Background: an optimization exercise with open tools, aiming at small area. Do not read the settings as production practice.
Function was checked by simulation only, so behaviour that the tests miss may differ from the original.
Power and IR drop assume default switching activity. No driver is modelled on the clock port, so clocking that relies on it looks cheaper here than on a real chip.

===== design/flow/constraint.sdc =====
create_clock -name core_clock -period 5.5 [get_ports {clk}]
set_input_delay 1.1000 -clock core_clock [delete_from_list [all_inputs] [get_ports {clk}]]
set_output_delay 1.1000 -clock core_clock [all_outputs]
set_load 0.01 [all_outputs]

===== design/flow/flow/run.sh =====
#!/bin/bash
# Standard ORFS layout, with small port buffers and a leaner clock tree.
# Each tool's output goes to its own log file in the work folder.
set -euo pipefail
export BUFFER_PORTS_ARGS="-buffer_cell sky130_fd_sc_hd__buf_1"
export CTS_ARGS="-sink_clustering_enable -repair_clock_nets -dont_use_dummy_load -root_buf sky130_fd_sc_hd__clkbuf_16 -buf_list {sky130_fd_sc_hd__clkbuf_4 sky130_fd_sc_hd__clkbuf_8}"
bash standard.sh synth > synth.log 2>&1
bash standard.sh floorplan > floorplan.log 2>&1
bash standard.sh place > place.log 2>&1
bash standard.sh cts > cts.log 2>&1
bash standard.sh finish > finish.log 2>&1

===== design/flow/config.mk =====
export PLATFORM = sky130hd
export DESIGN_NAME = regfile_sb
export DESIGN_NICKNAME = regfile_sb
export VERILOG_FILES = /design/flow/design.v
export SDC_FILE = /design/flow/constraint.sdc
export NUM_CORES = 4
export LEC_CHECK = 0
export CAP_MARGIN = 20
export CORE_MARGIN = 2
export CORE_UTILIZATION = 40
export SLEW_MARGIN = 20
export SYNTH_HIERARCHICAL = 1

===== design/flow/design.v =====
package regfile_pkg;
  localparam int unsigned XLEN_DEFAULT  = 32;
  localparam int unsigned NREGS_DEFAULT = 32;
  typedef logic [XLEN_DEFAULT-1:0]          reg_data_t;
  typedef logic [$clog2(NREGS_DEFAULT)-1:0] reg_addr_t;
  localparam int unsigned ZERO_REG = 0;
endpackage
import regfile_pkg::*;
module regfile_hold (
  input  logic d,
  input  logic s,
  input  logic q,
  input  logic sn,
  output logic y
);
  assign y = (d & s) | (q & sn);
endmodule
module regfile_rd3 (
  input  logic a0, s0,
  input  logic a1, s1,
  input  logic a2, s2,
  output logic yn
);
  assign yn = ~((a0 & s0) | (a1 & s1) | (a2 & s2));
endmodule
module regfile_scoreboard (
  input  logic reset_i,
  input  logic pending_q,
  input  logic wrt_sel_i,
  input  logic flush_i,
  input  logic issue_sel_i,
  output logic pending_d
);
  assign pending_d = ~reset_i & (issue_sel_i | (pending_q & ~wrt_sel_i & ~flush_i));
endmodule
import regfile_pkg::*;
module regfile_sb
#(
  parameter int unsigned XLEN  = XLEN_DEFAULT,
  parameter int unsigned NREGS = NREGS_DEFAULT,
  parameter int unsigned AW    = $clog2(NREGS)
) (
  input  logic            clk,
  input  logic            reset,
  input  logic [AW-1:0]   rg_rd_addr1,
  input  logic [AW-1:0]   rg_rd_addr2,
  output logic [XLEN-1:0] rg_rd_data1,
  output logic [XLEN-1:0] rg_rd_data2,
  output logic            rg_rd_rdy1,
  output logic            rg_rd_rdy2,
  input  logic            issue_en,
  input  logic [AW-1:0]   issue_addr,
  output logic            issue_ok,
  input  logic            rg_wrt_en,
  input  logic [AW-1:0]   rg_wrt_addr,
  input  logic [XLEN-1:0] rg_wrt_data,
  input  logic            flush,
  output logic            wb_unexp
);
  localparam int unsigned NG = (NREGS - 1) / 3;    
  localparam int unsigned NT = (NREGS + 1) / 3;    
  logic [XLEN-1:0]  mem_q [1:NREGS-1];             
  logic [XLEN-1:0]  mem_d [1:NREGS-1];
  logic [NREGS-1:0] pending_q, pending_d;
  logic             wb_unexp_q;
  logic [XLEN-1:0]  wdat;
  logic [NREGS-1:0] wsel, wen, wenn, idec, isel, sel1, sel2;
  always_comb begin
    for (int i = 0; i < int'(NREGS); i++) begin
      wsel[i] = rg_wrt_en & (rg_wrt_addr == AW'(i)) & (i != 0);
      idec[i] = (issue_addr == AW'(i)) & (i != 0);
      isel[i] = issue_en & idec[i];
      sel1[i] = (rg_rd_addr1 == AW'(i)) & (i != 0);
      sel2[i] = (rg_rd_addr2 == AW'(i)) & (i != 0);
      wen[i]  = reset | wsel[i];
      wenn[i] = ~wen[i];
    end
  end
  assign wdat = rg_wrt_data & {XLEN{~reset}};
  for (genvar i = 1; i < NREGS; i++) begin : g_reg
    for (genvar b = 0; b < XLEN; b++) begin : g_bit
      regfile_hold u_hold (
        .d (wdat[b]), .s (wen[i]), .q (mem_q[i][b]), .sn (wenn[i]), .y (mem_d[i][b])
      );
    end
  end
  always_ff @(posedge clk) begin
    for (int i = 1; i < int'(NREGS); i++) mem_q[i] <= mem_d[i];
  end
  for (genvar i = 1; i < NREGS; i++) begin : g_pend
    regfile_scoreboard u_sb (
      .reset_i     (reset),
      .pending_q   (pending_q[i]),
      .wrt_sel_i   (wsel[i]),
      .flush_i     (flush),
      .issue_sel_i (isel[i]),
      .pending_d   (pending_d[i])
    );
  end
  assign pending_d[0] = 1'b0;
  always_ff @(posedge clk) begin
    pending_q[NREGS-1:1] <= pending_d[NREGS-1:1];
    wb_unexp_q <= ~reset & |(wsel & ~pending_q);
  end
  assign pending_q[0] = 1'b0;
  logic [XLEN-1:0] t1 [NT];
  logic [XLEN-1:0] t2 [NT];
  for (genvar g = 0; g < NG; g++) begin : g_rdg
    for (genvar b = 0; b < XLEN; b++) begin : g_bit
      regfile_rd3 u_r1 (
        .a0 (mem_q[3*g+1][b]), .s0 (sel1[3*g+1]),
        .a1 (mem_q[3*g+2][b]), .s1 (sel1[3*g+2]),
        .a2 (mem_q[3*g+3][b]), .s2 (sel1[3*g+3]),
        .yn (t1[g][b])
      );
      regfile_rd3 u_r2 (
        .a0 (mem_q[3*g+1][b]), .s0 (sel2[3*g+1]),
        .a1 (mem_q[3*g+2][b]), .s1 (sel2[3*g+2]),
        .a2 (mem_q[3*g+3][b]), .s2 (sel2[3*g+3]),
        .yn (t2[g][b])
      );
    end
  end
  for (genvar g = NG; g < NT; g++) begin : g_rdl
    assign t1[g] = ~(mem_q[3*NG+1+g-NG] & {XLEN{sel1[3*NG+1+g-NG]}});
    assign t2[g] = ~(mem_q[3*NG+1+g-NG] & {XLEN{sel2[3*NG+1+g-NG]}});
  end
  always_comb begin
    rg_rd_data1 = '0;
    rg_rd_data2 = '0;
    for (int g = 0; g < int'(NT); g++) begin
      rg_rd_data1 = rg_rd_data1 | ~t1[g];
      rg_rd_data2 = rg_rd_data2 | ~t2[g];
    end
  end
  assign rg_rd_rdy1 = ~|(sel1 & pending_q);
  assign rg_rd_rdy2 = ~|(sel2 & pending_q);
  assign issue_ok   = ~|(idec & pending_q);
  assign wb_unexp   = wb_unexp_q;
endmodule

===== design/flow/standard.sh =====
#!/bin/bash
# synth_recipe.tcl (not shown) runs the flow's synth.tcl, then flattens the netlist and writes it again
# the make line also repeats each setting of config.mk as NAME=value (left out here)
make -C /OpenROAD-flow-scripts/flow DESIGN_CONFIG=/design/flow/config.mk WORK_HOME=/design/flow/orfs CLKGATE_MAP_FILE= SYNTH_SCRIPT=/design/flow/synth_recipe.tcl "${@:-finish}"

==> results of run 1 <==
-- synthesized netlist by cell type (all sizes together) (3+ instances only) --
| master | count | share of area |
|---|---|---|
| dfxtp | 1024 | 0.50 |
| a22o | 994 | 0.21 |
| a222oi | 640 | 0.16 |
| nand4 | 130 | 0.020 |
| nor2 | 120 | 0.011 |
| nand2 | 97 | 0.0089 |
| inv | 69 | 0.0064 |
| a2111o | 64 | 0.018 |
| nor2b | 39 | 0.0060 |
| or2 | 38 | 0.0058 |
| a21oi | 35 | 0.0043 |
| or3b | 31 | 0.0067 |
| buf | 27 | 0.0035 |
| clkbuf | 26 | 0.0024 |
| nor3 | 19 | 0.0023 |
| mux2i | 17 | 0.0042 |
| nand2b | 14 | 0.0021 |
| nand3 | 14 | 0.0017 |
| o21ai | 12 | 0.0015 |
| mux2 | 9 | 0.0027 |
| nor3b | 9 | 0.0017 |
| nand3b | 7 | 0.0013 |
| a31oi | 6 | 0.00092 |
| nor4 | 6 | 0.00092 |
| and3 | 5 | 0.00077 |
| or3 | 5 | 0.00077 |
| a221oi | 4 | 0.00086 |
| nand4b | 4 | 0.00086 |
| o22ai | 4 | 0.00061 |
| a211oi | 3 | 0.00055 |
| a22oi | 3 | 0.00055 |
| o21a | 3 | 0.00055 |
-- metal layers --
metal	GRT usage	vias to the layer above	wire, um	share of wire
met5	0.0120	-	215	0.0010
met3	0.164	1032	32500	0.16
met2	0.552	4031	85600	0.41
li1	-	16715	-	-
met4	0.246	8	15100	0.073
met1	0.466	20448	74200	0.36
-- stage by stage --
step | util | instances | worst slack [ns] | hold slack [ns] | power (mW)
final | 0.465 | 5324 | 0.102 | 0.499 | 16.3
after global placement | 0.441 | 5147 | 0.323 | 0.477 | 10.6
after floorplan | - | 3516 | 0.528 | 0.464 | 9.65
after CTS | 0.465 | 5318 | 0.265 | 0.498 | 16.1
after global routing | 0.465 | 5322 | 0.0147 | 0.512 | 16.7
after detailed placement | 0.441 | 5149 | 0.276 | 0.480 | 10.6
-- worst paths after layout --
check                  from  cells past startpoint               to
max          rg_rd_addr1[1]                      9  rg_rd_data1[17]
max reg2reg   pending_q[18]                      5       wb_unexp_q
min reg2reg    mem_q[28][6]                      1     mem_q[28][6]
min            mem_q[28][6]                      1     mem_q[28][6]
-- kinds of logic (layout without fill, tap and decap cells) --
logic type / Yosys count / in the layout
other: 0 / 4
muxes: 27 / 27
and+or+nand+nor: 548 / 548
buffers and inverters: 122 / 558
DFF: 1024 / 1024
AOI/OAI and AO/OA: 1795 / 1795
-- per-module statistics from Yosys (local to each module, per instance) --
module,area (sq um),cells inside
regfile_sb,25100,1791
regfile_scoreboard,17.5,3
regfile_rd3,10.0,1
regfile_hold,8.76,1
-- cell type report --
class | instances | area [sq um]
antenna | 4 | 10.0
inverter | 69 | 259
multi-input combinational | 2370 | 20300
clock buffer | 169 | 2340
tap | 1368 | 1710
timing repair buffer | 320 | 2080
fill | 9286 | 54300
sequential | 1024 | 20500
-- state kept, by name (all words and copies together), names as in the netlist --
name        cells
wb_unexp_q      1
pending_q      31
mem_q         992
-- report_power, final --
| part | internal, mW | leakage, nW | switching [mW] |
|---|---|---|---|
| logic | 0.726 | 8.33 | 1.37 |
| registers | 8.05 | 8.50 | 0.516 |
| clock network | 2.72 | 1.22 | 2.90 |
==> results_dict.tcl, run 1 <==
set metrics [dict create \
    synth_top_family_by_area "compound AO/OA/AOI/OAI gates" \
    final_antenna_net_count 0 \
    finalCriticalPeriod_ns 5.40 \
    cts_hold_buf 0 \
    async_reset_ff_frac 0 \
    htree_levels 4 \
    path_clk_slew_ns 0.06 \
    cp-end-kind "output port" \
    avgSynthCellArea_sq_um 11.6 \
    status "complete, no violations" \
    syn_to_final_growth_pct 15.8 \
    cts_made_buffers 169 \
    worst_slew_pin_slew_ns 1.29 \
    drv_cap 0 \
    cp_cell_sequence "buf_1, nor2b_1, nand2_1, nor2_4, buf_4, a222oi_1, nand4_1, a2111o_1, buf_1" \
    setup_tns_ns 0 \
    fin_area_sq_um 47200 \
    synth_edf_count 0 \
    clkLatencyLatePin_ns 0.70 \
    grt_antenna_before_repair 5 \
    die_w_um 323 \
    portBuffers 124 \
    cts_tree "yes" \
    drtIter0Drc 9649 \
    ctsResizeCount 0 \
    clock.fmax_ghz 0.185 \
    num-nets-final 4011 \
    arrival_ns 4.30 \
    synth_simple_gate_area_frac 0.0733 \
    via_per_inst 7.93 \
    timing.final.hold_violations 0 \
    die_area_sq_um 104000 \
    final_common_cell "dfxtp_1" \
    io_pins 125 \
    r2r_slack_ns 3.74 \
    cts_setup_buffers 0 \
    gp_congestion 0.952 \
    start_util 0.402 \
    yosys_warnings 16 \
    cts.sinks 1024 \
    synth-xor-area-share 0 \
    grt_max_degree 52 \
    die_h_um 323 \
    seq_area_frac_synth 0.503 \
    drt_pre_antenna_iters 14 \
    grt_use_total 0.384 \
    period_share 0.981 \
    ys_seq_elements 1024 \
    slowest_stage "nor2_4" \
    drc 0 \
    yosysUniqueCellTypes 67 \
    dp.final_hpwl_um 123000 \
    synth_compound_area_frac 0.404 \
    critical_path_class "input pin to output port" \
    slew_headroom 0.140 \
    drv_slew 0 \
    cp-start-kind "input pin" \
    ys.flop_type "dfxtp_1" \
    wl_um 208000 \
    setup_violations 0 \
    rsz0062_at_grt "false" \
    power.leakage_nw 18.1 \
    wl_per_cell_um 39.0 \
    cpPeakStageDelay_ns 0.86 \
    worstPathMaxFanout 23 \
    synth-adder-area-share 0 \
    critPathBufInv 3 \
    synth_area_sq_um 40800 \
    dpl-instance-area_sq_um 44800 \
    core_sq_um 101000 \
    required_ns 4.40 \
    fin_skew_ns 0.0632 \
    drive_gt1_frac 0.129 \
    syn_nets 3573 \
    ir_drop_v 0.000282 \
    row_count 117 \
    grt_pass1_wl_um 292000 \
    cts.path.max_buffers 3 \
    grt_pass1_vias 40139 \
    cts_root_buf "clkbuf_16" \
    p_per_area_nw_per_um2 345 \
    postSynthCellCount 3516 \
    crit_path_frequent_cell "buf_1" \
    final_cell_mix "dfxtp_1 (1024), a22o_1 (994), a222oi_1 (640)" \
    grt_overflow_total 0 \
    path_delay_family "simple AND/OR/NAND/NOR gates" \
    muxShareOfSynthArea 0.00740 \
    hp-class "flip-flop to flip-flop" \
    vias 42234 \
]
==> run 2: changes to the inputs <==
==> design/flow/run.sh (new file) <==
#!/bin/bash
# synth_recipe.tcl (not shown) runs the flow's synth.tcl, then flattens the netlist and writes it again
# the make line also repeats each setting of config.mk as NAME=value (left out here)
make -C /OpenROAD-flow-scripts/flow DESIGN_CONFIG=/design/flow/config.mk WORK_HOME=/design/flow/orfs CLKGATE_MAP_FILE= SYNTH_SCRIPT=/design/flow/synth_recipe.tcl finish
removed: design/flow/flow/run.sh
removed: design/flow/standard.sh
==> results_dict.tcl, run 2 <==
set metrics [dict create \
    fin_area_sq_um 50900 \
    p_per_area_nw_per_um2 360 \
    fin_skew_ns 0.00703 \
    clock_power_share 0.407 \
    grt_pass1_vias 39988 \
    final_antenna_net_count 0 \
    hp-class "flip-flop to flip-flop" \
    cts.sinks 1024 \
    grt_pass1_wl_um 302000 \
    finalCriticalPeriod_ns 5.63 \
    timing.final.hold_violations 0 \
    pre_cts_slack_ns -0.333 \
    placedCellCount 5186 \
    cp-end-kind "output port" \
    cts.path.max_buffers 3 \
    ys_top_cells_by_count "dfxtp_1 (1024), a22o_1 (994), a222oi_1 (640), nand4_1 (130), nor2_1 (120)" \
    ir_drop_v 0.000267 \
    finalWorstSetupSlack_ns -0.131 \
    drv_slew 0 \
    grt_max_degree 62 \
    synth_area_sq_um 40800 \
    gp_congestion 0.961 \
    power.leakage_nw 19.7 \
    largest_reg_flops 992 \
    drt_pre_antenna_iters 15 \
    drtIter0Drc 10865 \
    async_reset_ff_frac 0 \
    wl_per_cell_um 39.8 \
    status "finished with violations" \
    postSynthCellCount 3516 \
    num-nets-final 4077 \
    die_area_sq_um 104000 \
    p_sw_frac 0.279 \
    yosysTopAreaCellShare 0.503 \
    internal-power_mw 13.2 \
    path_clk_slew_ns 0.06 \
    core_sq_um 101000 \
    start_util 0.402 \
    cts_root_buf "clkbuf_16" \
    syn_nets 3573 \
    cts_made_buffers 106 \
    row_count 117 \
    grt_antenna_before_repair 14 \
    clkLatencyLatePin_ns 0.68 \
    required_ns 4.40 \
    critical_path_class "input pin to output port" \
    drc 0 \
    cts_tree "yes" \
    final_common_cell "dfxtp_1" \
    dpl-instance-area_sq_um 46100 \
    cts_hold_buf 0 \
    synth_largest_area_cell "dfxtp_1" \
    power_frac_seq 0.466 \
    fin_util 0.502 \
    netlist_top_cells_area "dfxtp_1 (50%), a22o_1 (21%), a222oi_1 (16%)" \
    reg_top3 "mem_q: 992 flops, pending_q: 31 flops, wb_unexp_q: 1 flops" \
    grt_use_total 0.400 \
    period_share 1.02 \
    power_mw 18.3 \
    cp-start-kind "input pin" \
    arrival_ns 4.53 \
    drive_gt1_frac 0.160 \
    setup_violations 17 \
    die_h_um 323 \
    final_cells 5482 \
    syn_to_final_growth_pct 25.0 \
    vias 43141 \
    yosys_warnings 16 \
    htree_levels 3 \
    synth_edf_count 0 \
    switchingPower_mw 5.11 \
    ys.flop_type "dfxtp_1" \
    final_cell_mix "dfxtp_1 (1024), a22o_1 (994), a222oi_1 (640)" \
    comb_power_share 0.127 \
    clock.fmax_ghz 0.178 \
    drv_cap 0 \
    avgSynthCellArea_sq_um 11.6 \
    check.faults "setup timing" \
    yosysUniqueCellTypes 67 \
    slew_headroom 0.231 \
    worst_slew_pin_slew_ns 1.15 \
    grt_overflow_total 0 \
    setup_tns_ns -0.611 \
    hold_ws_ns 0.496 \
    ys_seq_elements 1024 \
    seq_area_frac_synth 0.503 \
    dp.final_hpwl_um 119000 \
    via_per_inst 7.87 \
    die_w_um 323 \
    largest_register "mem_q" \
    wl_um 218000 \
    worstPathMaxFanout 8 \
    io_pins 125 \
    portBuffers 124 \
    rsz0062_at_grt "true" \
    yosysMostFrequentCell "dfxtp_1" \
]
run 2: cell families (layout without fill, tap and decap cells):
family | count (synthesis) | in the layout | synth area share
compound gates | 1795 | 1795 | 0.404
other cells | 0 | 7 | 0
buf+inv | 122 | 679 | 0.0122
simple gates | 548 | 582 | 0.0733
flops | 1024 | 1024 | 0.503
mux | 27 | 27 | 0.00740
run 2: modules after synthesis (local to each module, per instance):
module,copies in the design,cells
regfile_scoreboard,31,3
regfile_sb,1,1791
regfile_hold,992,1
regfile_rd3,640,1
run 2: power by group through the flow:
stage	Combinational (mW)	Clock [mW]	Sequential (mW)
floorplan	1.11	0	8.54
global placement	2.09	0	8.67
detailed placement	2.12	0	8.66
CTS	2.19	7.43	8.52
global route	2.35	7.73	8.61
finish	2.33	7.45	8.55
run 2: layout make-up:
class,count,area (sq um)
Timing Repair Buffer,415,4140
Multi-Input combinational cell,2404,20700
Sequential cell,1024,20500
Inverter,69,259
Clock inverter,37,398
Fill cell,8897,50500
Antenna cell,7,17.5
Clock buffer,158,3180
Tap cell,1368,1710
run 2: worst paths after layout:
| path | start | endpoint | slack (ns) | cells past startpoint |
|---|---|---|---|---|
| max | rg_rd_addr2[0] | rg_rd_data2[22] | -0.13 | 9 |
| min | mem_q[13][17] | mem_q[13][17] | 0.50 | 1 |
| max reg2reg | pending_q[22] | wb_unexp_q | 3.68 | 5 |
| min reg2reg | mem_q[13][17] | mem_q[13][17] | 0.50 | 1 |
run 2: what timing repair did:
item,in CTS,in global routing
gates resized for setup,45,17
pin swaps,39,19
cloned,33,1
endpoints found under the setup margin,64,52
buffers inserted,44,16
hold endpoints to repair,0,0
run 2: critical path: stages:
cell and delay, ns:
clkdlybuf4s50_1 0.56, nor2_1 0.13, nand2_4 0.24, buf_4 0.31, nor2_4 0.16, a222oi_1 0.36
nand4_1 0.53, a2111o_1 0.57, clkdlybuf4s50_1 0.55
run 2: metal layers:
metal,track usage,part of all wire,up-vias
met2,0.562,0.40,4152
met4,0.261,0.082,16
met1,0.495,0.35,20894
met3,0.175,0.16,1065
met5,0,0.00056,-
li1,-,-,17014
==> run 3: changes to the inputs <==
--- a/design/flow/design.v
+++ b/design/flow/design.v
@@ -24,14 +24,13 @@
   assign yn = ~((a0 & s0) | (a1 & s1) | (a2 & s2));
 endmodule
 module regfile_scoreboard (
-  input  logic reset_i,
   input  logic pending_q,
-  input  logic wrt_sel_i,
-  input  logic flush_i,
-  input  logic issue_sel_i,
+  input  logic keep_i,
+  input  logic nflush_i,
+  input  logic set_i,
   output logic pending_d
 );
-  assign pending_d = ~reset_i & (issue_sel_i | (pending_q & ~wrt_sel_i & ~flush_i));
+  assign pending_d = set_i | (pending_q & keep_i & nflush_i);
 endmodule
 import regfile_pkg::*;
 module regfile_sb
@@ -63,24 +62,24 @@
   logic [XLEN-1:0]  mem_d [1:NREGS-1];
   logic [NREGS-1:0] pending_q, pending_d;
   logic             wb_unexp_q;
-  logic [XLEN-1:0]  wdat;
-  logic [NREGS-1:0] wsel, wen, wenn, idec, isel, sel1, sel2;
+  logic             we, ie;
+  logic [NREGS-1:0] wen, keep, idec, iset, sel1, sel2;
+  assign we = rg_wrt_en & ~reset;
+  assign ie = issue_en & ~reset;
   always_comb begin
     for (int i = 0; i < int'(NREGS); i++) begin
-      wsel[i] = rg_wrt_en & (rg_wrt_addr == AW'(i)) & (i != 0);
+      wen[i]  = we & (rg_wrt_addr == AW'(i)) & (i != 0);
+      keep[i] = ~reset & ~(rg_wrt_en & (rg_wrt_addr == AW'(i)));
       idec[i] = (issue_addr == AW'(i)) & (i != 0);
-      isel[i] = issue_en & idec[i];
+      iset[i] = ie & idec[i];
       sel1[i] = (rg_rd_addr1 == AW'(i)) & (i != 0);
       sel2[i] = (rg_rd_addr2 == AW'(i)) & (i != 0);
-      wen[i]  = reset | wsel[i];
-      wenn[i] = ~wen[i];
     end
   end
-  assign wdat = rg_wrt_data & {XLEN{~reset}};
   for (genvar i = 1; i < NREGS; i++) begin : g_reg
     for (genvar b = 0; b < XLEN; b++) begin : g_bit
       regfile_hold u_hold (
-        .d (wdat[b]), .s (wen[i]), .q (mem_q[i][b]), .sn (wenn[i]), .y (mem_d[i][b])
+        .d (rg_wrt_data[b]), .s (wen[i]), .q (mem_q[i][b]), .sn (keep[i]), .y (mem_d[i][b])
       );
     end
   end
@@ -89,18 +88,17 @@
   end
   for (genvar i = 1; i < NREGS; i++) begin : g_pend
     regfile_scoreboard u_sb (
-      .reset_i     (reset),
-      .pending_q   (pending_q[i]),
-      .wrt_sel_i   (wsel[i]),
-      .flush_i     (flush),
-      .issue_sel_i (isel[i]),
-      .pending_d   (pending_d[i])
+      .pending_q (pending_q[i]),
+      .keep_i    (keep[i]),
+      .nflush_i  (~flush),
+      .set_i     (iset[i]),
+      .pending_d (pending_d[i])
     );
   end
   assign pending_d[0] = 1'b0;
   always_ff @(posedge clk) begin
     pending_q[NREGS-1:1] <= pending_d[NREGS-1:1];
-    wb_unexp_q <= ~reset & |(wsel & ~pending_q);
+    wb_unexp_q <= |(wen & ~pending_q);
   end
   assign pending_q[0] = 1'b0;
   logic [XLEN-1:0] t1 [NT];
==> design/flow/flow/run.sh (new file) <==
#!/bin/bash
# Standard ORFS layout (the standard.sh, unchanged synthesis) with two changes:
#  - port buffers are buf_1 cells instead of the default delay-buffer cells;
#  - the clock tree clusters up to 30 flip-flops per leaf buffer and inserts no
#    dummy loads.
# Each stage's output goes to its own log file in the work folder.
set -euo pipefail
export BUFFER_PORTS_ARGS="-buffer_cell sky130_fd_sc_hd__buf_1"
export CTS_ARGS="-sink_clustering_enable -repair_clock_nets -dont_use_dummy_load -sink_clustering_size 30 -sink_clustering_max_diameter 120 -buf_list {sky130_fd_sc_hd__clkbuf_8 sky130_fd_sc_hd__clkbuf_16}"
bash standard.sh synth > synth.log 2>&1
bash standard.sh floorplan > floorplan.log 2>&1
bash standard.sh place > place.log 2>&1
bash standard.sh cts > cts.log 2>&1
bash standard.sh finish > finish.log 2>&1
==> design/flow/standard.sh (new file) <==
#!/bin/bash
# synth_recipe.tcl (not shown) runs the flow's synth.tcl, then flattens the netlist and writes it again
# the make line also repeats each setting of config.mk as NAME=value (left out here)
make -C /OpenROAD-flow-scripts/flow DESIGN_CONFIG=/design/flow/config.mk WORK_HOME=/design/flow/orfs CLKGATE_MAP_FILE= SYNTH_SCRIPT=/design/flow/synth_recipe.tcl "${@:-finish}"
--- a/design/flow/config.mk
+++ b/design/flow/config.mk
@@ -7,6 +7,6 @@
 export LEC_CHECK = 0
 export CAP_MARGIN = 20
 export CORE_MARGIN = 2
-export CORE_UTILIZATION = 40
+export CORE_UTILIZATION = 30
 export SLEW_MARGIN = 20
 export SYNTH_HIERARCHICAL = 1
removed: design/flow/run.sh
==> results_dict.tcl, run 3 <==
set metrics [dict create \
    status "finished with violations" \
    check.faults "setup timing" \
    finalWorstSetupSlack_ns -0.0107 \
    cts_tree "yes" \
    synth_largest_area_cell "dfxtp_1" \
    cp-end-kind "output port" \
    regArea_sq_um 20500 \
    multi_input_area_sq_um 20500 \
    dp.final_hpwl_um 125000 \
    grt_max_degree 34 \
    setup_violations 1 \
    synth_area_sq_um 40300 \
    critical_path_class "input pin to output port" \
    grt_antenna_before_repair 17 \
    ys_seq_elements 1024 \
    fin_util 0.347 \
    hp-class "flip-flop to flip-flop" \
    row_count 134 \
    wl_per_cell_um 38.3 \
    syn_nets 3484 \
    yosysUniqueCellTypes 62 \
    clock.fmax_ghz 0.181 \
    final_antenna_net_count 0 \
    setup_tns_ns -0.0107 \
    gp_congestion 0.958 \
    core_sq_um 133000 \
    largest_register "mem_q" \
    cts_root_buf "clkbuf_16" \
    async_reset_ff_frac 0 \
    avgSynthCellArea_sq_um 11.8 \
    worstPathMaxFanout 20 \
    cts.path.max_buffers 3 \
    min_from "mem_q[2][7]" \
    fin_area_sq_um 46200 \
    reg_top3 "mem_q: 992 flops, pending_q: 31 flops, wb_unexp_q: 1 flops" \
    slew_headroom 0.133 \
    required_ns 4.40 \
    grt_pass1_vias 38002 \
    dpl-instance-area_sq_um 45200 \
    drv_slew 0 \
    grt_use_total 0.290 \
    drtIter0Drc 10434 \
    netlist_top_cells_area "dfxtp_1 (51%), a22o_1 (22%), a222oi_1 (16%)" \
    drc 0 \
    yosys_warnings 16 \
    vias 41447 \
    grt_overflow_total 0 \
    portBuffers 124 \
    drv_cap 0 \
    die_w_um 370 \
    wl_um 210000 \
    cts.sinks 1024 \
    rsz0062_at_grt "false" \
    period_share 1.00 \
    clkLatencyLatePin_ns 0.61 \
    yosysMostFrequentCell "dfxtp_1" \
    io_pins 125 \
    postSynthCellCount 3427 \
    syn_to_final_growth_pct 14.8 \
    cp-startpoint "rg_rd_addr2[3]" \
    via_per_inst 7.56 \
    path_clk_slew_ns 0.09 \
    num-nets-final 3766 \
    largest_reg_flops 992 \
    drive_gt1_frac 0.104 \
    grt_pass1_wl_um 291000 \
    worst_slew_pin_slew_ns 1.30 \
    final_cell_mix "dfxtp_1 (1024), a22o_1 (994), a222oi_1 (640)" \
    cts_hold_buf 0 \
    power.leakage_nw 16.2 \
    seq_area_frac_synth 0.509 \
    ys.flop_type "dfxtp_1" \
    yosysTopAreaCellShare 0.509 \
    n_fill_cell 13098 \
    ir_drop_v 0.000249 \
    r2r-start "pending_q[30]" \
    htree_levels 2 \
    hold_ws_ns 0.513 \
    p_per_area_nw_per_um2 264 \
    timing.final.hold_violations 0 \
    start_util 0.302 \
    die_h_um 370 \
    cts_made_buffers 40 \
    ys_top_cells_by_count "dfxtp_1 (1024), a22o_1 (994), a222oi_1 (640), nor2_1 (150), nand4_1 (132)" \
    die_area_sq_um 137000 \
    final_common_cell "dfxtp_1" \
    drt_pre_antenna_iters 13 \
    cts_setup_buffers 0 \
    ctsResizeCount 0 \
    arrival_ns 4.41 \
    cp-start-kind "input pin" \
    fin_skew_ns 0.0148 \
    finalCriticalPeriod_ns 5.51 \
    synth_edf_count 0 \
]
[run 3: layer usage]
layer,global-route usage,vias to the layer above,part of all wire
li1,-,16224,-
met1,0.373,20259,0.36
met2,0.420,3976,0.41
met3,0.104,962,0.16
met4,0.159,26,0.068
met5,0.00245,-,0.00095
[run 3: per-module statistics from Yosys, one instance, submodules excluded]
module / cells / flops+latches / copies in the design
regfile_hold: 1 / 0 / 992
regfile_scoreboard: 1 / 0 / 31
regfile_rd3: 1 / 0 / 640
regfile_sb: 1764 / 1024 / 1
[run 3: kinds of logic (layout without fill, tap and decap cells)]
kind of cell,Yosys count,in the layout,synth area share
AO/OA/AOI/OAI,1833,1833,0.416
flip-flops,1024,1024,0.509
multiplexers,20,20,0.00553
other,0,4,0
buffers and inverters,71,351,0.00817
AND/OR/NAND/NOR,479,479,0.0610
[run 3: layout make-up]
class | instances | share of cell area
clock buffer | 40 | 0.0216
multi-input combinational | 2332 | 0.444
timing repair buffer | 297 | 0.0421
antenna | 4 | 0.000216
inverter | 14 | 0.00114
sequential | 1024 | 0.443
tap | 1768 | 0.0478
[run 3: worst max-delay path, stage by stage]
cell and delay, ns:
buf_1 0.21, buf_4 0.24, nand2_1 0.06, buf_4 0.28, nor2_4 0.19, buf_4 0.29
a222oi_1 0.79, nand4_1 0.46, a2111o_1 0.59, buf_1 0.17
[run 3: path summary, 6_finish.rpt]
check | end | slack [ns] | depth (start not counted)
setup reg to reg | wb_unexp_q | 3.85 | 5
setup / recovery | rg_rd_data2[30] | -0.01 | 10
hold / removal | mem_q[2][7] | 0.51 | 1
hold reg to reg | mem_q[2][7] | 0.51 | 1
[run 3: where the power goes]
group          switching, mW  leakage (nW)  total [mW]  internal [mW]
clock network           2.41         0.493        3.74           1.32
logic                  0.774          7.40       0.945          0.171
registers             0.0487          8.25        7.52           7.47
total                   3.24          16.2        12.2           8.97
[run 3: stage by stage]
| step | power, mW | cells | setup WS (ns) |
|---|---|---|---|
| floorplan | 7.98 | 3427 | 0.980 |
| global placement | 8.56 | 5432 | 0.256 |
| detailed placement | 8.56 | 5432 | 0.259 |
| CTS | 12.1 | 5472 | 0.241 |
| global route | 12.4 | 5478 | 0.0362 |
| finish | 12.2 | 5479 | -0.0107 |
==> run 4: changes to the inputs <==
==> design/flow/flow/run.sh (replaced) <==
#!/bin/bash
# Standard ORFS layout (the standard.sh, unchanged synthesis) with two changes:
#  - port buffers are buf_1 cells instead of the default delay-buffer cells;
#  - the clock tree clusters up to 20 flip-flops per leaf buffer and inserts no
#    dummy loads.
# Each stage's output goes to its own log file in the work folder.
set -euo pipefail
export BUFFER_PORTS_ARGS="-buffer_cell sky130_fd_sc_hd__buf_1"
export CTS_ARGS="-sink_clustering_enable -repair_clock_nets -dont_use_dummy_load -sink_clustering_size 20 -sink_clustering_max_diameter 80 -buf_list {sky130_fd_sc_hd__clkbuf_8 sky130_fd_sc_hd__clkbuf_16}"
bash standard.sh synth > synth.log 2>&1
bash standard.sh floorplan > floorplan.log 2>&1
bash standard.sh place > place.log 2>&1
bash standard.sh cts > cts.log 2>&1
bash standard.sh finish > finish.log 2>&1
--- a/design/flow/config.mk
+++ b/design/flow/config.mk
@@ -7,6 +7,7 @@
 export LEC_CHECK = 0
 export CAP_MARGIN = 20
 export CORE_MARGIN = 2
-export CORE_UTILIZATION = 30
+export CORE_UTILIZATION = 40
+export SETUP_SLACK_MARGIN = 0.2
 export SLEW_MARGIN = 20
 export SYNTH_HIERARCHICAL = 1
==> results_dict.tcl, run 4 <==
set metrics [dict create \
    dp.final_hpwl_um 122000 \
    period_share 0.983 \
    gp_congestion 0.962 \
    drtIter0Drc 9545 \
    synth_area_sq_um 40300 \
    reg2reg_depth 5 \
    pre_cts_slack_ns 0.249 \
    n_fill_cell 9077 \
    clock_power_share 0.344 \
    syn_to_final_growth_pct 15.0 \
    wl_um 206000 \
    cp-start-kind "input pin" \
    drt_pre_antenna_iters 13 \
    clock.fmax_ghz 0.185 \
    whs_path_depth 1 \
    status "complete, no violations" \
    worst_slew_pin_slew_ns 1.31 \
    reg_top3 "mem_q: 992 flops, pending_q: 31 flops, wb_unexp_q: 1 flops" \
    cts_tree "yes" \
    postSynthCellCount 3427 \
    setup_tns_ns 0 \
    grt_antenna_before_repair 9 \
    switchingPower_mw 3.39 \
    slew_headroom 0.123 \
    p_per_area_nw_per_um2 278 \
    cts_setup_buffers 0 \
    core_sq_um 100000 \
    drv_slew 0 \
    largest_register "mem_q" \
    critical_path_class "input pin to output port" \
    syn_nets 3484 \
    required_ns 4.40 \
    comb_power_share 0.073 \
    fin_skew_ns 0.0311 \
    synth_edf_count 0 \
    async_reset_ff_frac 0 \
    seq_area_frac_synth 0.509 \
    worstPathMaxFanout 19 \
    die_w_um 321 \
    cts_root_buf "clkbuf_16" \
    avgSynthCellArea_sq_um 11.8 \
    netlist_top_cells_area "dfxtp_1 (51%), a22o_1 (22%), a222oi_1 (16%)" \
    io_pins 125 \
    yosysTopAreaCellShare 0.509 \
    ys_top_cells_by_count "dfxtp_1 (1024), a22o_1 (994), a222oi_1 (640), nor2_1 (150), nand4_1 (132)" \
    grt_overflow_total 0 \
    grt_pass1_wl_um 285000 \
    grt_pass1_vias 38079 \
    drive_gt1_frac 0.112 \
    portBuffers 124 \
    wl_per_cell_um 40.8 \
    yosys_warnings 16 \
    yosysUniqueCellTypes 62 \
    path_clk_slew_ns 0.07 \
    hp-class "flip-flop to flip-flop" \
    arrival_ns 4.31 \
    finalWorstSetupSlack_ns 0.0916 \
    htree_levels 2 \
    final_cell_mix "dfxtp_1 (1024), a22o_1 (994), a222oi_1 (640)" \
    p_sw_frac 0.263 \
    via_per_inst 8.20 \
    largest_reg_flops 992 \
    start_util 0.403 \
    drc 0 \
    power_mw 12.9 \
    cts.sinks 1024 \
    final_common_cell "dfxtp_1" \
    fin_area_sq_um 46300 \
    clkLatencyLatePin_ns 0.64 \
    die_h_um 321 \
    yosysMostFrequentCell "dfxtp_1" \
    power_frac_seq 0.582 \
    drv_cap 0 \
    row_count 116 \
    timing.final.hold_violations 0 \
    cp-end-kind "output port" \
    setup_violations 0 \
    cts_hold_buf 0 \
    internal-power_mw 9.51 \
    rsz0062_at_grt "false" \
    num-nets-final 3802 \
    ys_seq_elements 1024 \
    die_area_sq_um 103000 \
    grt_max_degree 34 \
    finalCriticalPeriod_ns 5.41 \
    grt_use_total 0.378 \
    regArea_sq_um 20500 \
    multi_input_area_sq_um 20500 \
    ys.flop_type "dfxtp_1" \
    cts.path.max_buffers 3 \
    ir_drop_v 0.000261 \
    cts_made_buffers 58 \
    power.leakage_nw 16.5 \
    vias 41345 \
    synth_largest_area_cell "dfxtp_1" \
    final_antenna_net_count 0 \
    dpl-instance-area_sq_um 44800 \
]
[run 4: cell count changes in the layout (fill, tap and decap cells not counted), sizes merged]
cell / change
clkbuf: +15
diode: -1
buf: +21
[run 4: power by group through the flow]
stage	Combinational, mW	Clock (mW)	Sequential (mW)
global placement	0.882	0	7.68
CTS	0.886	4.41	7.51
finish	0.948	4.44	7.51
floorplan	0.313	0	7.67
detailed placement	0.886	0	7.68
global route	0.938	4.63	7.52
[run 4: what timing repair did]
item,in CTS,in global routing
endpoints found under the hold margin,0,0
gates resized for setup,0,2
endpoints found under the setup margin,0,3
[run 4: per-layer routing]
metal  routed length, um  track usage  part of all wire
met1               75500        0.492              0.37
met2               83000        0.531              0.40
met3               33600        0.146              0.16
met4               13400        0.210             0.065
met5                 238       0.0123            0.0012
[run 4: path summary, 6_finish.rpt]
check / endpoint / from / slack, ns
worst max-delay path: rg_rd_data1[31] / rg_rd_addr1[0] / 0.09
worst min-delay path: mem_q[16][14] / mem_q[16][14] / 0.50
worst max register to register: wb_unexp_q / pending_q[20] / 3.97
worst min register to register: mem_q[16][14] / mem_q[16][14] / 0.50
[run 4: metrics by stage]
step	hold WS, ns	util	cells
2_1_floorplan	0.463	-	3427
3_3_place_gp	0.477	0.448	4980
3_5_place_dp	0.476	0.448	4980
4_1_cts	0.504	0.463	5038
5_1_grt	0.518	0.463	5042
6_report	0.502	0.463	5044
[run 4: worst max-delay path: stages]
cell	delay [ns]
buf_1	0.44
nand3b_1	0.58
nor2_4	0.68
buf_4	0.47
a222oi_1	0.19
nand4_1	0.26
a2111o_1	0.32
buf_1	0.22
[run 4: final cells by class]
| type | instances | share of cell area |
|---|---|---|
| timing repair buffer | 315 | 0.0472 |
| tap | 1298 | 0.0350 |
| multi-input combinational | 2332 | 0.443 |
| inverter | 14 | 0.00113 |
| clock buffer | 58 | 0.0313 |
| antenna | 3 | 0.000162 |
| sequential | 1024 | 0.442 |
[run 4: logic make-up (layout without fill, tap and decap cells)]
family | Yosys count | in the layout | synth area share
other cells | 0 | 3 | 0
mux | 20 | 20 | 0.00553
buf+inv | 71 | 387 | 0.00817
compound gates | 1833 | 1833 | 0.416
simple gates | 479 | 479 | 0.0610
flops | 1024 | 1024 | 0.509
[run 4: modules after synthesis, one instance, submodules excluded]
| module | area [sq um] | cells inside | flip-flops and latches | times used |
|---|---|---|---|---|
| regfile_hold | 8.76 | 1 | 0 | 992 |
| regfile_rd3 | 10.0 | 1 | 0 | 640 |
| regfile_sb | 24900 | 1764 | 1024 | 1 |
| regfile_scoreboard | 8.76 | 1 | 0 | 31 |
==> run 5: changes to the inputs <==
==> design/flow/flow/run.sh (replaced) <==
#!/bin/bash
# Standard ORFS layout (the standard.sh, unchanged synthesis) with two changes:
#  - port buffers are buf_1 cells instead of the default delay-buffer cells;
#  - the clock tree clusters up to 25 flip-flops per leaf buffer and inserts no
#    dummy loads.
# Each stage's output goes to its own log file in the work folder.
set -euo pipefail
export BUFFER_PORTS_ARGS="-buffer_cell sky130_fd_sc_hd__buf_1"
export CTS_ARGS="-sink_clustering_enable -repair_clock_nets -dont_use_dummy_load -sink_clustering_size 25 -sink_clustering_max_diameter 100 -buf_list {sky130_fd_sc_hd__clkbuf_8 sky130_fd_sc_hd__clkbuf_16}"
bash standard.sh synth > synth.log 2>&1
bash standard.sh floorplan > floorplan.log 2>&1
bash standard.sh place > place.log 2>&1
bash standard.sh cts > cts.log 2>&1
bash standard.sh finish > finish.log 2>&1
==> results_dict.tcl, run 5 <==
set metrics [dict create \
    row_count 116 \
    hp-class "flip-flop to flip-flop" \
    required_ns 4.40 \
    critical_path_class "input pin to output port" \
    wl_per_cell_um 40.8 \
    power.leakage_nw 16.3 \
    drv_cap 0 \
    synth_largest_area_cell "dfxtp_1" \
    r2r_end "wb_unexp_q" \
    cts_tree "yes" \
    synth_area_sq_um 40300 \
    muxShareOfSynthArea 0.00553 \
    dp.final_hpwl_um 122000 \
    io_pins 125 \
    vias 41076 \
    p_sw_frac 0.262 \
    via_per_inst 8.16 \
    wl_um 205000 \
    status "complete, no violations" \
    ir_drop_v 0.000224 \
    hold_ws_ns 0.504 \
    p_per_area_nw_per_um2 271 \
    largest_register "mem_q" \
    largest_reg_flops 992 \
    internal-power_mw 9.21 \
    htree_levels 2 \
    cts.sinks 1024 \
    final_common_cell "dfxtp_1" \
    die_w_um 321 \
    drtIter0Drc 9818 \
    avgSynthCellArea_sq_um 11.8 \
    power_mw 12.5 \
    grt_busiest_layer "met2" \
    cpPeakStageDelay_ns 0.68 \
    async_reset_ff_frac 0 \
    syn_to_final_growth_pct 14.4 \
    drv_slew 0 \
    grt_overflow_total 0 \
    timing.final.hold_violations 0 \
    synth-adder-area-share 0 \
    synth-xor-area-share 0 \
    grt_antenna_before_repair 6 \
    num-nets-final 3792 \
    synth_top_family_by_area "compound AO/OA/AOI/OAI gates" \
    min_from "mem_q[16][14]" \
    core_sq_um 100000 \
    ctsResizeCount 0 \
    grt_use_total 0.377 \
    die_h_um 321 \
    drt_pre_antenna_iters 14 \
    drc 0 \
    crit_path_frequent_cell "buf_1" \
    reg_top3 "mem_q: 992 flops, pending_q: 31 flops, wb_unexp_q: 1 flops" \
    cts_made_buffers 48 \
    cts.path.max_buffers 3 \
    reg2reg_depth 5 \
    syn_nets 3484 \
    final_antenna_net_count 0 \
    yosysMostFrequentCell "dfxtp_1" \
    cp-start-kind "input pin" \
    cts_setup_buffers 0 \
    ys.flop_type "dfxtp_1" \
    cp-end-kind "output port" \
    path_clk_slew_ns 0.10 \
    clock_power_share 0.322 \
    use_met3 0.140 \
    portBuffers 124 \
    die_area_sq_um 103000 \
    use_met1 0.496 \
    crit_end "rg_rd_data1[31]" \
    synth_edf_count 0 \
    worstPathMaxFanout 19 \
    netlist_top_cells_area "dfxtp_1 (51%), a22o_1 (22%), a222oi_1 (16%)" \
    use_met2 0.535 \
    grt_pass1_vias 38024 \
    seq_area_frac_synth 0.509 \
    slew_headroom 0.134 \
    power_frac_seq 0.602 \
    cp_cell_sequence "buf_1, nand3b_1, nor2_4, buf_4, a222oi_1, nand4_1, a2111o_1, buf_1" \
    start_util 0.403 \
    worst_slew_pin_slew_ns 1.30 \
    arrival_ns 4.24 \
    finalWorstSetupSlack_ns 0.159 \
    setup_tns_ns 0 \
    r2r_slack_ns 3.96 \
    cts_root_buf "clkbuf_16" \
    yosysUniqueCellTypes 62 \
    cts_hold_buf 0 \
    postSynthCellCount 3427 \
    fin_skew_ns 0.0186 \
    switchingPower_mw 3.28 \
    yosys_warnings 16 \
    ys_top_cells_by_count "dfxtp_1 (1024), a22o_1 (994), a222oi_1 (640), nor2_1 (150), nand4_1 (132)" \
    gp_congestion 0.962 \
    clock.fmax_ghz 0.187 \
    clkLatencyLatePin_ns 0.60 \
    slowest_stage "nor2_4" \
    finalCriticalPeriod_ns 5.34 \
    pre_cts_slack_ns 0.249 \
    cp-startpoint "rg_rd_addr1[0]" \
    yosysTopAreaCellShare 0.509 \
    comb_power_share 0.076 \
    final_cell_mix "dfxtp_1 (1024), a22o_1 (994), a222oi_1 (640)" \
    drive_gt1_frac 0.110 \
    setup_violations 0 \
    rsz0062_at_grt "true" \
    grt_max_degree 34 \
    ys_seq_elements 1024 \
    synth_simple_gate_area_frac 0.0610 \
    r2r-start "pending_q[20]" \
    synth_compound_area_frac 0.416 \
    grt_pass1_wl_um 285000 \
    period_share 0.971 \
]
==> run 5: how the worst min path moves through the flow <==
stage,endpoint,depth (start not counted)
after floorplan,mem_q[10][0],1
after global placement,mem_q[4][22],1
after detailed placement,mem_q[4][3],1
after CTS,mem_q[6][5],1
after global routing,mem_q[6][5],1
final,mem_q[16][14],1
==> run 5: metrics by stage <==
stage	instances	instance area, sq um	utilization
finish	5032	46100	0.461
CTS	5028	46000	0.460
detailed placement	4980	44800	0.448
global placement	4980	44800	0.448
floorplan	3427	40300	-
global route	5031	46100	0.461
==> run 5: cell families after synthesis <==
logic type | after synthesis
buffers and inverters | 71
flip-flops | 1024
AO/OA/AOI/OAI | 1833
AND/OR/NAND/NOR | 479
multiplexers | 20
==> run 5: final cells by class <==
| type | count | area [sq um] |
|---|---|---|
| inverters | 14 | 52.6 |
| repair buffers | 314 | 2160 |
| clock buffers | 48 | 1200 |
| fillers | 9110 | 53900 |
| multi-input cells | 2333 | 20500 |
| well taps | 1298 | 1620 |
| diodes | 1 | 2.50 |
| flip-flops and latches | 1024 | 20500 |
==> run 5: Yosys stat by module (local to each module, per instance) <==
module              cells  area (sq um)
regfile_sb           1764         24900
regfile_hold            1          8.76
regfile_scoreboard      1          8.76
regfile_rd3             1          10.0
==> run 5: layer usage <==
layer / part of all wire / vias up
met5: 0.00086 / -
met4: 0.062 / 6
met3: 0.16 / 856
met2: 0.41 / 3938
met1: 0.37 / 20002
li1: - / 16274
==> run 5: power by group through the flow <==
stage	logic, mW	registers (mW)	clock network [mW]
floorplan	0.313	7.67	0
global placement	0.882	7.68	0
detailed placement	0.886	7.68	0
CTS	0.886	7.51	4.01
global route	0.938	7.52	4.24
finish	0.949	7.52	4.02
==> run 5: worst max-delay path, delay by kind of cell <==
kind	cells	cell delay (ns)
buffers and inverters	3	1.10
and+or+nand+nor	3	1.52
AOI/OAI and AO/OA	2	0.47
==> run 6: changes to the inputs <==
--- a/design/flow/config.mk
+++ b/design/flow/config.mk
@@ -8,6 +8,6 @@
 export CAP_MARGIN = 20
 export CORE_MARGIN = 2
 export CORE_UTILIZATION = 40
-export SETUP_SLACK_MARGIN = 0.2
+export SETUP_SLACK_MARGIN = 0.3
 export SLEW_MARGIN = 20
 export SYNTH_HIERARCHICAL = 1
==> results_dict.tcl, run 6 <==
set metrics [dict create \
    setup_violations 0 \
    grt_max_degree 34 \
    drt_pre_antenna_iters 14 \
    arrival_ns 4.14 \
    drive_gt1_frac 0.111 \
    setup_tns_ns 0 \
    n_fill_cell 9108 \
    yosysUniqueCellTypes 62 \
    grt_pass1_vias 38048 \
    p_per_area_nw_per_um2 271 \
    die_w_um 321 \
    die_h_um 321 \
    syn_to_final_growth_pct 14.5 \
    path_clk_slew_ns 0.10 \
    power_mw 12.5 \
    grt_use_total 0.377 \
    worst_slew_pin_slew_ns 1.28 \
    yosysMostFrequentCell "dfxtp_1" \
    worstPathMaxFanout 25 \
    status "complete, no violations" \
    drv_slew 0 \
    seq_area_frac_synth 0.509 \
    slew_headroom 0.144 \
    synth_edf_count 0 \
    cts_tree "yes" \
    reg_top3 "mem_q: 992 flops, pending_q: 31 flops, wb_unexp_q: 1 flops" \
    drv_cap 0 \
    vias 41180 \
    grt_overflow_total 0 \
    ir_drop_v 0.000227 \
    async_reset_ff_frac 0 \
    clock.fmax_ghz 0.191 \
    final_common_cell "dfxtp_1" \
    synth_largest_area_cell "dfxtp_1" \
    gp_congestion 0.962 \
    htree_levels 2 \
    cts_hold_buf 0 \
    largest_reg_flops 992 \
    wl_per_cell_um 40.8 \
    wl_um 205000 \
    drc 0 \
    yosys_warnings 16 \
    start_util 0.403 \
    cts_made_buffers 48 \
    clkLatencyLatePin_ns 0.60 \
    required_ns 4.40 \
    num-nets-final 3795 \
    die_area_sq_um 103000 \
    cp-start-kind "input pin" \
    ys.flop_type "dfxtp_1" \
    grt_antenna_before_repair 7 \
    portBuffers 124 \
    ys_seq_elements 1024 \
    hp-class "flip-flop to flip-flop" \
    avgSynthCellArea_sq_um 11.8 \
    syn_nets 3484 \
    timing.final.hold_violations 0 \
    io_pins 125 \
    power.leakage_nw 16.4 \
    rsz0062_at_grt "true" \
    drtIter0Drc 9899 \
    cts.path.max_buffers 3 \
    via_per_inst 8.17 \
    core_sq_um 100000 \
    critical_path_class "input pin to output port" \
    cp-end-kind "output port" \
    synth_area_sq_um 40300 \
    multi_input_area_sq_um 20500 \
    cts_root_buf "clkbuf_16" \
    postSynthCellCount 3427 \
    fin_util 0.461 \
    dp.final_hpwl_um 122000 \
    final_cell_mix "dfxtp_1 (1024), a22o_1 (994), a222oi_1 (640)" \
    grt_pass1_wl_um 285000 \
    period_share 0.953 \
    row_count 116 \
    yosysTopAreaCellShare 0.509 \
    final_antenna_net_count 0 \
    ys_top_cells_by_count "dfxtp_1 (1024), a22o_1 (994), a222oi_1 (640), nor2_1 (150), nand4_1 (132)" \
    largest_register "mem_q" \
    finalCriticalPeriod_ns 5.24 \
    fin_skew_ns 0.0185 \
    cts.sinks 1024 \
    regArea_sq_um 20500 \
    netlist_top_cells_area "dfxtp_1 (51%), a22o_1 (22%), a222oi_1 (16%)" \
]
[run 6: kinds of logic after synthesis]
family,share of synthesized area
DFF,0.509
AOI/OAI and AO/OA,0.416
and+or+nand+nor,0.0610
buffers and inverters,0.00817
muxes,0.00553
[run 6: worst paths after layout]
kind                            cells after the start      startpoint         endpoint  slack (ns)
worst max-delay path                                9  rg_rd_addr2[1]  rg_rd_data2[11]        0.26
worst min-delay path                                1   mem_q[16][14]    mem_q[16][14]        0.51
worst max register to register                      5   pending_q[20]       wb_unexp_q        3.96
worst min register to register                      1   mem_q[16][14]    mem_q[16][14]        0.51
[run 6: metrics by stage]
stage                     setup slack [ns]  instance area [sq um]  instances  hold slack [ns]
after global placement               0.328                  44800       4980            0.477
after CTS                            0.244                  46000       5028            0.504
after floorplan                      0.980                  40300       3427            0.463
final                                0.258                  46100       5038            0.505
after global routing                 0.299                  46100       5034            0.518
after detailed placement             0.249                  44800       4980            0.476
[run 6: layout make-up]
type	count	area share
Inverter	14	0.00114
Timing Repair Buffer	317	0.0479
Clock buffer	48	0.0260
Multi-Input combinational cell	2333	0.445
Tap cell	1298	0.0352
Antenna cell	4	0.000217
Sequential cell	1024	0.444
[run 6: what timing repair did]
| item | CTS | global route |
|---|---|---|
| resized for setup | 0 | 5 |
| setup buffers | 0 | 2 |
| cloned | 0 | 1 |
| pin swaps | 0 | 4 |
| endpoints found under the setup margin | 5 | 26 |
[run 6: where the power goes]
part	internal [mW]	leakage, nW	switching [mW]
registers	7.47	8.25	0.0490
logic	0.180	7.53	0.773
clock network	1.57	0.592	2.45
[run 6: per-module statistics from Yosys (local to each module, per instance)]
module / flops+latches / cell area (sq um) / cells
regfile_scoreboard: 0 / 8.76 / 1
regfile_hold: 0 / 8.76 / 1
regfile_sb: 1024 / 24900 / 1764
regfile_rd3: 0 / 10.0 / 1
[run 6: worst max-delay path, cell delays in order]
cell      delay, ns
buf_1          0.22
buf_4          0.25
nand3b_1       0.28
nor2_4         0.91
buf_4          0.33
a222oi_1       0.09
nand4_1        0.43
a2111o_1       0.30
buf_1          0.19
[run 6: metal layers]
metal / up-vias / routed length (um) / global-route usage
li1: 16298 / - / -
met1: 20017 / 74900 / 0.495
met2: 4010 / 83100 / 0.532
met3: 843 / 33900 / 0.141
met4: 12 / 13000 / 0.202
met5: - / 347 / 0.0128

==> afterwards: timing with drivers on the ports <==
The results above use ideal ports. As a check the final layouts listed here were re-extracted and re-timed, cells and wires unchanged. Step 1 assumes that a clkbuf_16 drives the clock port and a buf_2 every other input. Step 2, shift: input delay + t, output delay - t, t = (earliest + latest rising clock arrival at the registers) / 2. This alone moves slack from input paths to output paths. a / b / c = no drivers / after step 1 / after step 2; a / b = the first two.
run	t (ns)	slack for setup (ns)	worst register clock-pin slew, ns	cell pins on the clock port's net
run 1	0.765	0.102 / 0.072 / 0.072	0.07 / 0.07	1
run 2	0.768	-0.131 / -0.188 / -0.188	0.07 / 0.07	1
run 3	0.716	-0.011 / -0.067 / -0.067	0.12 / 0.12	1
run 4	0.727	0.092 / 0.043 / 0.043	0.09 / 0.09	1
run 5	0.694	0.159 / 0.095 / 0.095	0.11 / 0.11	1
run 6	0.694	0.258 / 0.177 / 0.177	0.11 / 0.11	1
For run 6, which loses most, drivers alone change the setup slack by -0.081 ns; drivers and shift together by -0.081 ns.
